Background: an optimization exercise with open tools, aiming at small area, a short achievable clock period and few clock cycles. Do not read the settings as production practice. Only simulation tests tie the RTL to the original design; equivalence was not proved.

==> design/flow/design.v <==
package conv_pkg;
  localparam int CONV_H_W    = 6;
  localparam int CONV_CH_W   = 7;
  localparam int CONV_HK_W   = 3;
  localparam int CONV_ADDR_W = 20;
  typedef enum logic [1:0] {
    ST_IDLE  = 2'd0,
    ST_SETUP = 2'd1,
    ST_RUN   = 2'd2,
    ST_DONE  = 2'd3
  } state_e;
  localparam logic STRIDE_1 = 1'b0;
  localparam logic STRIDE_2 = 1'b1;
  localparam logic PAD_OFF  = 1'b0;
  localparam logic PAD_SAME = 1'b1;
  function automatic logic [15:0] out_dim(input logic [15:0] n, input logic [15:0] k,
                                          input logic [15:0] p, input logic s2);
    logic [15:0] span;
    span = n + p + p - k;
    out_dim = (span >> s2) + 16'd1;
  endfunction
endpackage
module conv_loop_ctr #(
  parameter int W = 8
) (
  input  logic         clk,
  input  logic         rst_n,
  input  logic         clr,
  input  logic         step,
  input  logic         cin,
  input  logic [W-1:0] limit,
  output logic [W-1:0] cnt,
  output logic         cout
);
  logic [W-1:0] cnt_q, cnt_d;
  logic         wrap;
  assign wrap = (cnt_q == limit);
  assign cout = cin & wrap;
  assign cnt  = cnt_q;
  always_comb begin
    cnt_d = cnt_q;
    if (clr) begin
      cnt_d = '0;
    end else if (step && cin) begin
      cnt_d = wrap ? '0 : cnt_q + 1'b1;
    end
  end
  always_ff @(posedge clk or negedge rst_n) begin
    if (!rst_n) cnt_q <= '0;
    else        cnt_q <= cnt_d;
  end
endmodule
module conv_loop_sequencer #(
  parameter int H_W    = conv_pkg::CONV_H_W,
  parameter int CH_W   = conv_pkg::CONV_CH_W,
  parameter int HK_W   = conv_pkg::CONV_HK_W,
  parameter int ADDR_W = conv_pkg::CONV_ADDR_W
) (
  input  logic              clk,
  input  logic              rst_n,
  input  logic              en,
  input  logic              start,
  input  logic [H_W-1:0]    H,
  input  logic [H_W-1:0]    W,
  input  logic [CH_W-1:0]   C,
  input  logic [CH_W-1:0]   K,
  input  logic [HK_W-1:0]   hk,
  input  logic              stride2,
  input  logic              pad_en,
  output logic              busy,
  output logic              cfg_err,
  output logic              m_valid,
  input  logic              m_ready,
  output logic [ADDR_W-1:0] act_addr,
  output logic [ADDR_W-1:0] wgt_addr,
  output logic [ADDR_W-1:0] out_addr,
  output logic              pad_zero,
  output logic              acc_first,
  output logic              acc_last,
  output logic              done
);
  localparam int IW = H_W + 3;
  conv_pkg::state_e            state_q, state_d;
  logic [H_W-1:0]    h_q, h_d, w_q, w_d, ho_q, ho_d, wo_q, wo_d;
  logic [CH_W-1:0]   c_q, c_d, k_q, k_d;
  logic [HK_W-1:0]   hk_q, hk_d, p_w;
  logic              s2_q, s2_d, pad_q, pad_d, cfg_err_q, cfg_err_d;
  logic [ADDR_W-1:0] hw_q, hw_d, hk2_q, hk2_d, howo_q, howo_d;
  logic [H_W-1:0]    ho_c, wo_c;
  logic [15:0]       h_span, w_span;
  logic              cfg_bad, run, hs, clr;
  logic [5:0]        carry_v;
  logic [HK_W-1:0]   kx_cnt, ky_cnt;
  logic [CH_W-1:0]   c_cnt, k_cnt;
  logic [H_W-1:0]    ox_cnt, oy_cnt;
  logic [IW-1:0]     iy_u, ix_u;
  logic              iy_out, ix_out, pz_c;
  logic [ADDR_W-1:0] act_c, wgt_c, out_c;
  assign p_w     = (pad_q == conv_pkg::PAD_SAME) ? ((hk_q - 1'b1) >> 1) : '0;
  assign h_span  = 16'(h_q) + 16'(p_w) + 16'(p_w);
  assign w_span  = 16'(w_q) + 16'(p_w) + 16'(p_w);
  assign ho_c    = H_W'(conv_pkg::out_dim(16'(h_q), 16'(hk_q), 16'(p_w), s2_q));
  assign wo_c    = H_W'(conv_pkg::out_dim(16'(w_q), 16'(hk_q), 16'(p_w), s2_q));
  assign cfg_bad = ~hk_q[0] | (h_q == '0) | (w_q == '0) | (c_q == '0) | (k_q == '0) |
                   (h_span < 16'(hk_q)) | (w_span < 16'(hk_q));
  assign run = (state_q == conv_pkg::ST_RUN);
  assign hs  = en & run & m_ready;
  assign clr = en & (state_q == conv_pkg::ST_SETUP);
  conv_loop_ctr #(.W(HK_W)) u_kx (.clk(clk), .rst_n(rst_n), .clr(clr), .step(hs), .cin(1'b1),
    .limit(hk_q - 1'b1), .cnt(kx_cnt), .cout(carry_v[0]));
  conv_loop_ctr #(.W(HK_W)) u_ky (.clk(clk), .rst_n(rst_n), .clr(clr), .step(hs), .cin(carry_v[0]),
    .limit(hk_q - 1'b1), .cnt(ky_cnt), .cout(carry_v[1]));
  conv_loop_ctr #(.W(CH_W)) u_c  (.clk(clk), .rst_n(rst_n), .clr(clr), .step(hs), .cin(carry_v[1]),
    .limit(c_q - 1'b1), .cnt(c_cnt), .cout(carry_v[2]));
  conv_loop_ctr #(.W(H_W))  u_ox (.clk(clk), .rst_n(rst_n), .clr(clr), .step(hs), .cin(carry_v[2]),
    .limit(wo_q - 1'b1), .cnt(ox_cnt), .cout(carry_v[3]));
  conv_loop_ctr #(.W(H_W))  u_oy (.clk(clk), .rst_n(rst_n), .clr(clr), .step(hs), .cin(carry_v[3]),
    .limit(ho_q - 1'b1), .cnt(oy_cnt), .cout(carry_v[4]));
  conv_loop_ctr #(.W(CH_W)) u_k  (.clk(clk), .rst_n(rst_n), .clr(clr), .step(hs), .cin(carry_v[4]),
    .limit(k_q - 1'b1), .cnt(k_cnt), .cout(carry_v[5]));
  assign iy_u   = (IW'(oy_cnt) << s2_q) + IW'(ky_cnt) - IW'(p_w);
  assign ix_u   = (IW'(ox_cnt) << s2_q) + IW'(kx_cnt) - IW'(p_w);
  assign iy_out = iy_u[IW-1] | (iy_u >= IW'(h_q));
  assign ix_out = ix_u[IW-1] | (ix_u >= IW'(w_q));
  assign pz_c   = iy_out | ix_out;
  assign act_c = ADDR_W'(c_cnt) * hw_q + ADDR_W'(iy_u[H_W-1:0]) * ADDR_W'(w_q)
               + ADDR_W'(ix_u[H_W-1:0]);
  assign wgt_c = ADDR_W'(k_cnt) * ADDR_W'(c_q) * hk2_q + ADDR_W'(c_cnt) * hk2_q
               + ADDR_W'(ky_cnt) * ADDR_W'(hk_q) + ADDR_W'(kx_cnt);
  assign out_c = ADDR_W'(k_cnt) * howo_q + ADDR_W'(oy_cnt) * ADDR_W'(wo_q) + ADDR_W'(ox_cnt);
  assign busy      = (state_q != conv_pkg::ST_IDLE);
  assign cfg_err   = cfg_err_q;
  assign m_valid   = run;
  assign done      = (state_q == conv_pkg::ST_DONE);
  assign pad_zero  = run & pz_c;
  assign act_addr  = (run && !pz_c) ? act_c : '0;
  assign wgt_addr  = run ? wgt_c : '0;
  assign out_addr  = run ? out_c : '0;
  assign acc_first = run & (c_cnt == '0) & (ky_cnt == '0) & (kx_cnt == '0);
  assign acc_last  = run & carry_v[2];
  always_comb begin
    state_d   = state_q;
    h_d       = h_q;
    w_d       = w_q;
    c_d       = c_q;
    k_d       = k_q;
    hk_d      = hk_q;
    s2_d      = s2_q;
    pad_d     = pad_q;
    cfg_err_d = cfg_err_q;
    ho_d      = ho_q;
    wo_d      = wo_q;
    hw_d      = hw_q;
    hk2_d     = hk2_q;
    howo_d    = howo_q;
    if (en) begin
      case (state_q)
        conv_pkg::ST_IDLE: begin
          if (start) begin
            h_d       = H;
            w_d       = W;
            c_d       = C;
            k_d       = K;
            hk_d      = hk;
            s2_d      = stride2;
            pad_d     = pad_en;
            cfg_err_d = 1'b0;
            state_d   = conv_pkg::ST_SETUP;
          end
        end
        conv_pkg::ST_SETUP: begin
          ho_d   = ho_c;
          wo_d   = wo_c;
          hw_d   = ADDR_W'(h_q) * ADDR_W'(w_q);
          hk2_d  = ADDR_W'(hk_q) * ADDR_W'(hk_q);
          howo_d = ADDR_W'(ho_c) * ADDR_W'(wo_c);
          if (cfg_bad) begin
            cfg_err_d = 1'b1;
            state_d   = conv_pkg::ST_IDLE;
          end else begin
            state_d   = conv_pkg::ST_RUN;
          end
        end
        conv_pkg::ST_RUN:  if (hs && carry_v[5]) state_d = conv_pkg::ST_DONE;
        conv_pkg::ST_DONE: state_d = conv_pkg::ST_IDLE;
        default: state_d = conv_pkg::ST_IDLE;
      endcase
    end
  end
  always_ff @(posedge clk or negedge rst_n) begin
    if (!rst_n) begin
      state_q   <= conv_pkg::ST_IDLE;
      h_q       <= '0;
      w_q       <= '0;
      c_q       <= '0;
      k_q       <= '0;
      hk_q      <= '0;
      s2_q      <= conv_pkg::STRIDE_1;
      pad_q     <= conv_pkg::PAD_OFF;
      cfg_err_q <= 1'b0;
      ho_q      <= '0;
      wo_q      <= '0;
      hw_q      <= '0;
      hk2_q     <= '0;
      howo_q    <= '0;
    end else begin
      state_q   <= state_d;
      h_q       <= h_d;
      w_q       <= w_d;
      c_q       <= c_d;
      k_q       <= k_d;
      hk_q      <= hk_d;
      s2_q      <= s2_d;
      pad_q     <= pad_d;
      cfg_err_q <= cfg_err_d;
      ho_q      <= ho_d;
      wo_q      <= wo_d;
      hw_q      <= hw_d;
      hk2_q     <= hk2_d;
      howo_q    <= howo_d;
    end
  end
endmodule
==> design/flow/run.sh <==
#!/bin/bash
# synth_recipe.tcl (not shown) runs the flow's synth.tcl, then flattens the netlist and writes it again
# the make line also repeats each setting of config.mk as NAME=value (left out here)
make -C /OpenROAD-flow-scripts/flow DESIGN_CONFIG=/design/flow/config.mk WORK_HOME=/design/flow/orfs CLKGATE_MAP_FILE= SYNTH_SCRIPT=/design/flow/synth_recipe.tcl finish
==> design/flow/config.mk <==
export PLATFORM = sky130hd
export DESIGN_NAME = conv_loop_sequencer
export DESIGN_NICKNAME = conv_loop_sequencer
export VERILOG_FILES = /design/flow/design.v
export SDC_FILE = /design/flow/constraint.sdc
export NUM_CORES = 4
export LEC_CHECK = 0
export CAP_MARGIN = 20
export CORE_MARGIN = 2
export CORE_UTILIZATION = 40
export SLEW_MARGIN = 20
==> design/flow/constraint.sdc <==
create_clock -name core_clock -period 13.0 [get_ports {clk}]
set_input_delay 2.6000 -clock core_clock [delete_from_list [all_inputs] [get_ports {clk}]]
set_output_delay 2.6000 -clock core_clock [all_outputs]
set_load 0.01 [all_outputs]
==> flow_results.org <==
** Routing
- In this run the remaining antenna-violating nets after routing total 0.
- After detailed routing, the average wire length per cell comes to about 16 um.
- Wires add up to 63600 um.
- Pre-antenna DRT Iters :: 5
- DRC violation total after the first TritonRoute iteration :: 1091
- Detailed routing inserted a total of 20000 vias.
- Post-detailed-route via-to-cell ratio :: 5.04
- Residual DRC count :: 0

** STA
- In this run the tightest slew margin relative to its limit is 34.0%.
- Clock skew after layout :: 0.0176 ns
- Hold Violations, Final :: 0
- Subtracting the final worst setup slack from the clock period gives 12.40 ns.
- On the final layout, the worst hold slack is 0.505 ns.
- After routing, the total negative slack on setup checks comes to 0 ns.
- Setup violators final :: 0
- Final WS setup :: 0.602 ns
- Slew Viols, Final :: 0
- Worst Max-Slew Pin Slew :: ~1 ns
- Fin crit share :: 95.4%
- Maximum achievable frequency :: 80.7 MHz
- RSZ-0062 raised after global routing :: no

** Job
- The tool flagged a number of max-cap violations equal to 0.

** Synthesis
- Synthesis warning total :: 4
- The synthesized design contains 0 enable-type register cells.
- Synth Cell Area :: 26000 um^2
- Counting flops and latches in the post-synthesis netlist gives 107.
- Area fraction of the dominant cell type after synthesis :: 26.1%
- By count the netlist is led by sky130_fd_sc_hd__inv_1 (593), sky130_fd_sc_hd__ha_1 (412), sky130_fd_sc_hd__nand2_1 (379), sky130_fd_sc_hd__fa_1 (338), sky130_fd_sc_hd__and2_1 (191).
- A synthesized cell averages 8.42 um^2.
- Cell type with the largest total area after synthesis :: sky130_fd_sc_hd__fa_1
- Ranking of synthesized cells by area :: sky130_fd_sc_hd__fa_1 (26%), sky130_fd_sc_hd__ha_1 (20%), sky130_fd_sc_hd__dfrtp_1 (10%), sky130_fd_sc_hd__inv_1 (8.6%), sky130_fd_sc_hd__nand2_1 (5.5%)
- Most common cell in the synthesized netlist :: sky130_fd_sc_hd__inv_1
- The share of the Yosys chip area taken by registers is about a tenth.
- Instance count of the mapped netlist :: 3081
- Of all flip-flops after synthesis, the portion carrying an async set or reset was 100%.
- The netlist uses 74 different library cells.
- Most used DFF post-synth :: sky130_fd_sc_hd__dfrtp_1

** GRT
- The initial antenna violation count was 0.
- The first global-routing pass estimated 105000 um of wire.
- Global-route congestion overflow total :: 0
- Entering global routing, the biggest net connects between 70 and 80 pins.
- The via count of the first global-routing pass came to ~20000.
- Global Route Usage Sum :: 19.5%

** CTS
- Clock tree sinks :: 107
- The cell sitting at the root of the clock tree is a sky130_fd_sc_hd__clkbuf_16.
- H-tree Lvls :: 3
- Clock transition at the register clock pins on the worst setup and hold paths after CTS :: 0.08 ns
- Counting the buffers created by CTS gives 9.
- Hold_buf cts :: 0
- The longest clock path from root to sink contains 2 buffers.
- TritonCTS built the clock tree.
- The clock reaches the later pin of the worst-skew pair after 0.38 ns.

** Critical path
- Largest incremental delay on the critical path :: 0.57 ns
- Kind of end point of the critical path :: output port
- Reg-to-reg startpoint :: hk_q[1]
- By instance count, the cell type seen most on the critical path is sky130_fd_sc_hd__fa_1.
- Kind of launch point of the worst setup path :: flip-flop
- Along the worst path, the maximum fanout reaches 7.
- CP startpoint :: u_k.cnt_q[1]
- Crit path required time :: 10.40 ns
- Slowest-stage cell, CP :: sky130_fd_sc_hd__fa_1
- Arrival time worst endpoint :: 9.80 ns
- The critical path is of the reg2out type.

** Placement
- Port buffering added 102 buffers.
- Post-DP HPWL :: around 52000 um
- Routability congestion estimate :: about 0.87
- Before CTS, the worst setup slack after placement is 0.125 ns.

** Floorplan
- Row generation in the floorplan step produced 93 rows.
- Number of top-level design ports :: 103
- For this configuration, the core starts out at a cell density of 40.3%.
- Die H :: 259 um
- The die is ~260 um wide.
- The floorplan step defined a die boundary enclosing 66900 um^2.
- Floorplan core area :: 64300 um^2

** Final layout
- Area occupied by multi-input gates :: between 20000 and 25000 um^2
- Number of nets in the layout :: 3900
- Synthesis-to-finish area growth :: 8.82%
- Sequential standard cell area :: 2680 um^2
- Layout fillers :: ~6400
- Antenna diode count :: 0
- Share of layout cells above drive strength 1 :: between 3 and 4%

** Hold path
- Worst Min Path Start :: ho_q[5]
- The min-delay analysis places its worst path in the category reg2reg.

** Outcome
- Result of the run :: timing/DRC/antenna clean
==> kinds of logic after synthesis <==
family,after synthesis,synth area share (%)
xor gates and xnor gates,109,3.84
muxes,35,1.44
other,2,0.0289
buffers and inverters,723,10.5
DFF,107,10.3
AOI/OAI and AO/OA,380,9.53
adders and majority gates,750,45.9
and+or+nand+nor,975,18.4
==> per-layer routing <==
metal | up-vias | track usage (%) | share of wire, %
met3 | 55 | 2.19 | 3.7
li1 | 9867 | - | -
met5 | - | 0 | 0
met1 | 9761 | 27.4 | 48
met4 | 0 | 4.40 | 2.2
met2 | 347 | 32.2 | 46
==> final timing paths <==
check	depth (start not counted)	slack, ns	end
worst max-delay path	33	0.60	wgt_addr[15]
worst min-delay path	2	0.51	ho_q[5]
worst max register to register	26	5.55	howo_q[9]
worst min register to register	2	0.51	ho_q[5]
max in group asynchronous	2	9.39	c_q[1]
min in group asynchronous	1	2.17	k_q[6]
==> cell usage in the layout, fill, tap and decap left out, types with 23 or more instances in the layout <==
cell                                n
sky130_fd_sc_hd__and3_1            29
sky130_fd_sc_hd__xnor2_1           62
sky130_fd_sc_hd__dfrtp_1          106
sky130_fd_sc_hd__nand2b_1          24
sky130_fd_sc_hd__a21o_1            39
sky130_fd_sc_hd__nor2_1           142
sky130_fd_sc_hd__a21oi_1           73
sky130_fd_sc_hd__clkdlybuf4s50_1   99
sky130_fd_sc_hd__nor2b_1           24
sky130_fd_sc_hd__inv_1            593
sky130_fd_sc_hd__nand3_1           62
sky130_fd_sc_hd__ha_1             412
sky130_fd_sc_hd__and2_1           191
sky130_fd_sc_hd__xor2_1            43
sky130_fd_sc_hd__nand2_1          378
sky130_fd_sc_hd__o211ai_1          23
sky130_fd_sc_hd__o21ai_0          100
sky130_fd_sc_hd__buf_4             42
sky130_fd_sc_hd__nor3_1            36
sky130_fd_sc_hd__fa_1             338
==> worst max-delay path: cells and delay by family, from the launching register on <==
kind	cells	cell delay, ns
buf+inv	9	0.94
simple gates	5	1.03
flops	1	0.48
compound gates	5	0.93
fa+ha+maj	13	5.90
xor+xnor	1	0.16
==> what timing repair did <==
| item | CTS | global route |
|---|---|---|
| gates cloned | 0 | 0 |
| buffers inserted | 0 | 3 |
| resized for setup | 5 | 13 |
| hold endpoints to repair | 0 | 0 |
| pin swaps | 0 | 3 |
| setup endpoints to repair | 2 | 7 |
==> per-stage QoR <==
step | area (um^2) | utilization, % | std cells
global route | 28200 | 43.9 | 3973
detailed placement | 27900 | 43.3 | 3955
finish | 28200 | 43.9 | 3973
CTS | 28200 | 43.8 | 3970
global placement | 27900 | 43.3 | 3955
floorplan | 26000 | - | 3089
==> flip-flops by register name (all words and copies together) (netlist names), 3 cells and up <==
| signal | count |
|---|---|
| hw_q | 12 |
| wo_q | 6 |
| k_q | 7 |
| u_ky.cnt_q | 3 |
| u_ox.cnt_q | 6 |
| u_kx.cnt_q | 3 |
| ho_q | 6 |
| u_c.cnt_q | 7 |
| h_q | 6 |
| w_q | 6 |
| c_q | 7 |
| u_oy.cnt_q | 6 |
| hk2_q | 5 |
| u_k.cnt_q | 7 |
| howo_q | 12 |
| hk_q | 3 |
==> final cells by class <==
type                            instances  share of cell area (%)
Sequential cell                       107                    9.49
Timing Repair Buffer                  143                    4.71
Clock buffer                           10                   0.811
Tap cell                              855                    3.79
Clock inverter                          5                   0.222
Inverter                              594                    7.89
Multi-Input combinational cell       2259                    73.1
Testbench counts, summed over its fixed seeds: cycles 1,323,164.

## separate check: timing with driven ports
How much do the figures lean on ideal ports? The routed layout below was timed once more, with nothing changed but the port constraints. Step 1 assumes that a clkbuf_16 drives the clock port and a buf_2 every other input. Step 2, shift: input delay + t, output delay - t, t = (earliest + latest rising clock arrival at the registers) / 2. This alone moves slack from input paths to output paths. a / b / c = ideal / step 1 / step 2; a / b = the first two.
t (ns): 0.421
setup slack, ns: 0.602 / 0.548 / 0.970
hold WS [ns]: 0.505 / 0.505 / 0.505
latest minus earliest clock arrival (ns): 0.018 / 0.019
After both steps setup and hold are still met in this run. The setup slack of this run moves by -0.054 ns with the drivers and by +0.368 ns with both steps.
